This design comes from an exercise in tuning for a short achievable clock period and few clock cycles per item on the open sky130 flow, not from production work.
Only simulation tests tie the RTL to the original design; equivalence was not proved.
Power and IR drop assume default switching activity.

==> job 9495: inputs <==
Design core_issue_top, start of the top module:
module core_issue_top (
    input  logic                   clk,
    input  logic                   rst,
    input  logic                   instr_valid,
    input  logic [31:0]            instr_word,
    input  logic                   flush,
    output logic                   stall,
    output logic                   wb_valid,
    output logic [5-1:0] wb_rd,
    output logic [32-1:0]       wb_data
);
export LEC_CHECK = 0
export ABC_CLOCK_PERIOD_IN_PS = 2500
export CAP_MARGIN = 20
export CORE_MARGIN = 2
export CORE_UTILIZATION = 55
export CTS_CLUSTER_DIAMETER = 80
export CTS_CLUSTER_SIZE = 30
export PLACE_DENSITY = 0.68
export SETUP_SLACK_MARGIN = 4.4
export SLEW_MARGIN = 20
export TNS_END_PERCENT = 20
create_clock -name core_clock -period 7.0 [get_ports {clk}]
run.sh (not shown) runs the stock make flow with config.mk's settings and CLKGATE_MAP_FILE= SYNTH_SCRIPT=/design/flow/synth_recipe.tcl, a recipe that flattens the netlist after the stock synthesis.
==> job 2924: changes against job 9495 <==
--- a/flow/design.v
+++ b/flow/design.v
@@ -152,58 +152,65 @@
     logic                   div_pend, div_ready, div_take;
     logic [5-1:0] div_rd;
     logic [32-1:0]       div_res;
     logic s1_e1, s1_p2, s1_wb, s2_e1, s2_p2, s2_wb;
     logic [32-1:0] rf1, rf2, imm_x;
-    logic f1_e1, f1_pm, f1_pa, f1_wb, f1_rf;
-    logic f2_e1, f2_pm, f2_pa, f2_wb, f2_rf, f2_im;
+    logic s1_dv, s2_dv;
+    logic f1_e1, f1_pm, f1_pa, f1_wb, f1_rf, f1_dv;
+    logic f2_e1, f2_pm, f2_pa, f2_wb, f2_rf, f2_dv, f2_im;
     logic rdy1, rdy2, waw, fire, div_block;
     assign s1_e1 = e1_v && (e1_rd == h.rs1);
     assign s1_p2 = p2_v && (p2_rd == h.rs1);
     assign s1_wb = wi_v && (wi_rd == h.rs1);
     assign s2_e1 = e1_v && (e1_rd == h.rs2);
     assign s2_p2 = p2_v && (p2_rd == h.rs2);
     assign s2_wb = wi_v && (wi_rd == h.rs2);
     assign rf1   = (h.rs1 == '0) ? '0 : rf[h.rs1];
     assign rf2   = (h.rs2 == '0) ? '0 : rf[h.rs2];
     assign imm_x = {{(32-12){h.imm[11]}}, h.imm};
+    assign s1_dv = div_ready && (div_rd == h.rs1) && (h.rs1 != '0);
+    assign s2_dv = div_ready && (div_rd == h.rs2) && (h.rs2 != '0);
+    assign f1_dv = s1_dv;
     assign f1_e1 = s1_e1;
     assign f1_pm = !s1_e1 && s1_p2 && p2_mul;
     assign f1_pa = !s1_e1 && s1_p2 && !p2_mul;
-    assign f1_wb = !s1_e1 && !s1_p2 && s1_wb;
-    assign f1_rf = !s1_e1 && !s1_p2 && !s1_wb;
+    assign f1_wb = !s1_e1 && !s1_p2 && s1_wb && !s1_dv;
+    assign f1_rf = !s1_e1 && !s1_p2 && !s1_wb && !s1_dv;
+    assign f2_dv = s2_dv;
     assign f2_e1 = s2_e1;
     assign f2_pm = !s2_e1 && s2_p2 && p2_mul;
     assign f2_pa = !s2_e1 && s2_p2 && !p2_mul;
-    assign f2_wb = !s2_e1 && !s2_p2 && s2_wb;
-    assign f2_rf = !s2_e1 && !s2_p2 && !s2_wb && !h.use_imm;
+    assign f2_wb = !s2_e1 && !s2_p2 && s2_wb && !s2_dv;
+    assign f2_rf = !s2_e1 && !s2_p2 && !s2_wb && !s2_dv && !h.use_imm;
     assign f2_im = h.use_imm;
     function automatic logic [32-1:0] pick(
         input logic g, input logic e1, input logic pm, input logic pa,
-        input logic wb, input logic rfs, input logic im,
+        input logic wb, input logic rfs, input logic dv, input logic im,
         input logic [32-1:0] v_e1, input logic [32-1:0] v_pm,
         input logic [32-1:0] v_pa, input logic [32-1:0] v_wb,
-        input logic [32-1:0] v_rf, input logic [32-1:0] v_im);
+        input logic [32-1:0] v_rf, input logic [32-1:0] v_dv,
+        input logic [32-1:0] v_im);
         pick = ({32{g && e1}} & v_e1) | ({32{g && pm}} & v_pm) |
                ({32{g && pa}} & v_pa) | ({32{g && wb}} & v_wb) |
-               ({32{g && rfs}} & v_rf) | ({32{g && im}} & v_im);
+               ({32{g && rfs}} & v_rf) | ({32{g && dv}} & v_dv) |
+               ({32{g && im}} & v_im);
     endfunction
     logic [32-1:0] val1, opb, m_a, m_b, d_a, d_b;
-    assign val1 = pick(1'b1, f1_e1, f1_pm, f1_pa, f1_wb, f1_rf, 1'b0,
-                       alu_out, mul_out, p2_res, wi_data, rf1, imm_x);
-    assign opb  = pick(1'b1, f2_e1, f2_pm, f2_pa, f2_wb, f2_rf, f2_im,
-                       alu_out, mul_out, p2_res, wi_data, rf2, imm_x);
-    assign m_a  = pick(h.is_mul, f1_e1, f1_pm, f1_pa, f1_wb, f1_rf, 1'b0,
-                       alu_out, mul_out, p2_res, wi_data, rf1, imm_x);
-    assign m_b  = pick(h.is_mul, f2_e1, f2_pm, f2_pa, f2_wb, f2_rf, f2_im,
-                       alu_out, mul_out, p2_res, wi_data, rf2, imm_x);
-    assign d_a  = pick(h.is_div, f1_e1, f1_pm, f1_pa, f1_wb, f1_rf, 1'b0,
-                       alu_out, mul_out, p2_res, wi_data, rf1, imm_x);
-    assign d_b  = pick(h.is_div, f2_e1, f2_pm, f2_pa, f2_wb, f2_rf, f2_im,
-                       alu_out, mul_out, p2_res, wi_data, rf2, imm_x);
-    assign rdy1 = !(div_pend && (div_rd == h.rs1)) && !(s1_e1 && e1_mul);
-    assign rdy2 = !(div_pend && (div_rd == h.rs2)) && !(s2_e1 && e1_mul);
+    assign val1 = pick(1'b1, f1_e1, f1_pm, f1_pa, f1_wb, f1_rf, f1_dv, 1'b0,
+                       alu_out, mul_out, p2_res, wi_data, rf1, div_res, imm_x);
+    assign opb  = pick(1'b1, f2_e1, f2_pm, f2_pa, f2_wb, f2_rf, f2_dv, f2_im,
+                       alu_out, mul_out, p2_res, wi_data, rf2, div_res, imm_x);
+    assign m_a  = pick(h.is_mul, f1_e1, f1_pm, f1_pa, f1_wb, f1_rf, f1_dv, 1'b0,
+                       alu_out, mul_out, p2_res, wi_data, rf1, div_res, imm_x);
+    assign m_b  = pick(h.is_mul, f2_e1, f2_pm, f2_pa, f2_wb, f2_rf, f2_dv, f2_im,
+                       alu_out, mul_out, p2_res, wi_data, rf2, div_res, imm_x);
+    assign d_a  = pick(h.is_div, f1_e1, f1_pm, f1_pa, f1_wb, f1_rf, f1_dv, 1'b0,
+                       alu_out, mul_out, p2_res, wi_data, rf1, div_res, imm_x);
+    assign d_b  = pick(h.is_div, f2_e1, f2_pm, f2_pa, f2_wb, f2_rf, f2_dv, f2_im,
+                       alu_out, mul_out, p2_res, wi_data, rf2, div_res, imm_x);
+    assign rdy1 = !(div_pend && !div_ready && (div_rd == h.rs1)) && !(s1_e1 && e1_mul);
+    assign rdy2 = !(div_pend && !div_ready && (div_rd == h.rs2)) && !(s2_e1 && e1_mul);
     assign waw  = div_pend && (div_rd == h.rd);
     assign div_block = div_ready && e1_v && p2_v;
     assign fire = head_valid && rdy1 && rdy2 && !waw && !(h.is_div && div_pend) && !div_block;
     assign iq_pop = fire;
     always_ff @(posedge clk) begin
@@ -343,10 +350,12 @@
     logic [31:0]   qsh;
     logic [31:0]   qacc;
     logic [33:0]   b1, b2, b3;
     logic [16:0]   lt_q;
     logic [15:0]   lt;
+    logic [31:0]   amb;
+    logic          lt2;
     logic          bz;
     logic [33:0]   b3_s;
     logic          b3_c;
     assign bz = (gb == '0);
     for (genvar m = 0; m < 16; m++) begin : g_lt
@@ -354,11 +363,17 @@
         logic        c;
         assign x  = ga >> (2 * m);
         assign nb = ~gb;
         ks_add #(.W(32)) u_cmp (.a(x), .b(nb), .cin(1'b1), .s(s), .cout(c));
         assign lt[m] = !c;
+        if (m == 0)
+            assign amb = s;
     end
+    logic [32:0] lt2_s;
+    logic        lt2_c;
+    ks_add #(.W(33)) u_lt2 (.a({1'b0, ga}), .b(~{gb, 1'b0}), .cin(1'b1), .s(lt2_s), .cout(lt2_c));
+    assign lt2 = !lt2_c;
     ks_add #(.W(34)) u_b3 (.a({2'b0, gb}), .b({1'b0, gb, 1'b0}), .cin(1'b0), .s(b3_s), .cout(b3_c));
     logic [16:0]   sel;
     logic [31:0]   r0, q0;
     logic [4:0]    m0;
     always_comb begin
@@ -410,11 +425,11 @@
         end else begin
             if (start)
                 s_set1 <= 1'b1;
             if (s_set1) begin
                 s_set1 <= 1'b0;
-                if (bz || lt[0])
+                if (bz || lt[0] || lt2)
                     ready <= 1'b1;
                 else
                     s_set2 <= 1'b1;
             end
             if (s_set2) begin
@@ -441,12 +456,17 @@
             db   <= gb;
             lt_q <= {1'b1, lt};
             b1   <= {2'b0, gb};
             b2   <= {1'b0, gb, 1'b0};
             b3   <= b3_s;
-            r    <= ga;
-            qacc <= bz ? '1 : '0;
+            if (bz || lt[0]) begin
+                r    <= ga;
+                qacc <= bz ? '1 : '0;
+            end else begin
+                r    <= amb;
+                qacc <= 32'd1;
+            end
         end
         if (s_set2) begin
             r    <= r0;
             qsh  <= q0;
             cnt  <= m0;
Settings changed: CTS_CLUSTER_DIAMETER 80 to default, CTS_CLUSTER_SIZE 30 to default.
==> notes <==
Against job 9495, the final area of job 2924 is higher by about 8%. Between job 2924 and job 9495, the lower global-route usage is in job 9495 (gap 4.1 points). Of job 9495 and job 2924, job 2924 has the higher wire length (gap 13%, measured against job 2924). Sequential power is about the same in job 9495 and job 2924.
Testbench counts of job 9495, summed over its fixed seeds: cycles 17,123, instrs 16,000.
Testbench counts of job 2924, summed over its fixed seeds: cycles 16,737, instrs 16,000.

[what the ideal ports hide]
The flow's constraints put no driver on any port. The routed layouts listed below were extracted and timed again, unchanged, in two steps.
Step 1 sets driving cells, clkbuf_16 on the clock port and buf_2 on the other inputs (assumed; they add their load-dependent delay and slew).
Step 2 also shifts input and output timing later by t, the mid clock arrival at the registers, as if the neighbouring blocks saw the same clock.
Three values: no drivers, after step 1, after step 2; two values: the first two.
run	t (ns)	setup slack, ns	latest minus earliest clock arrival (ns)	cell pins on the clock port's net
job 9495	0.924	3.414 / 3.414 / 3.174	0.096 / 0.095	1
job 2924	0.998	3.365 / 3.365 / 3.015	0.097 / 0.097	1
After both steps setup and hold are still met in every run listed. The setup slack of job 2924, which loses most, moves by 0.000 ns with the drivers and by -0.350 ns with both steps.
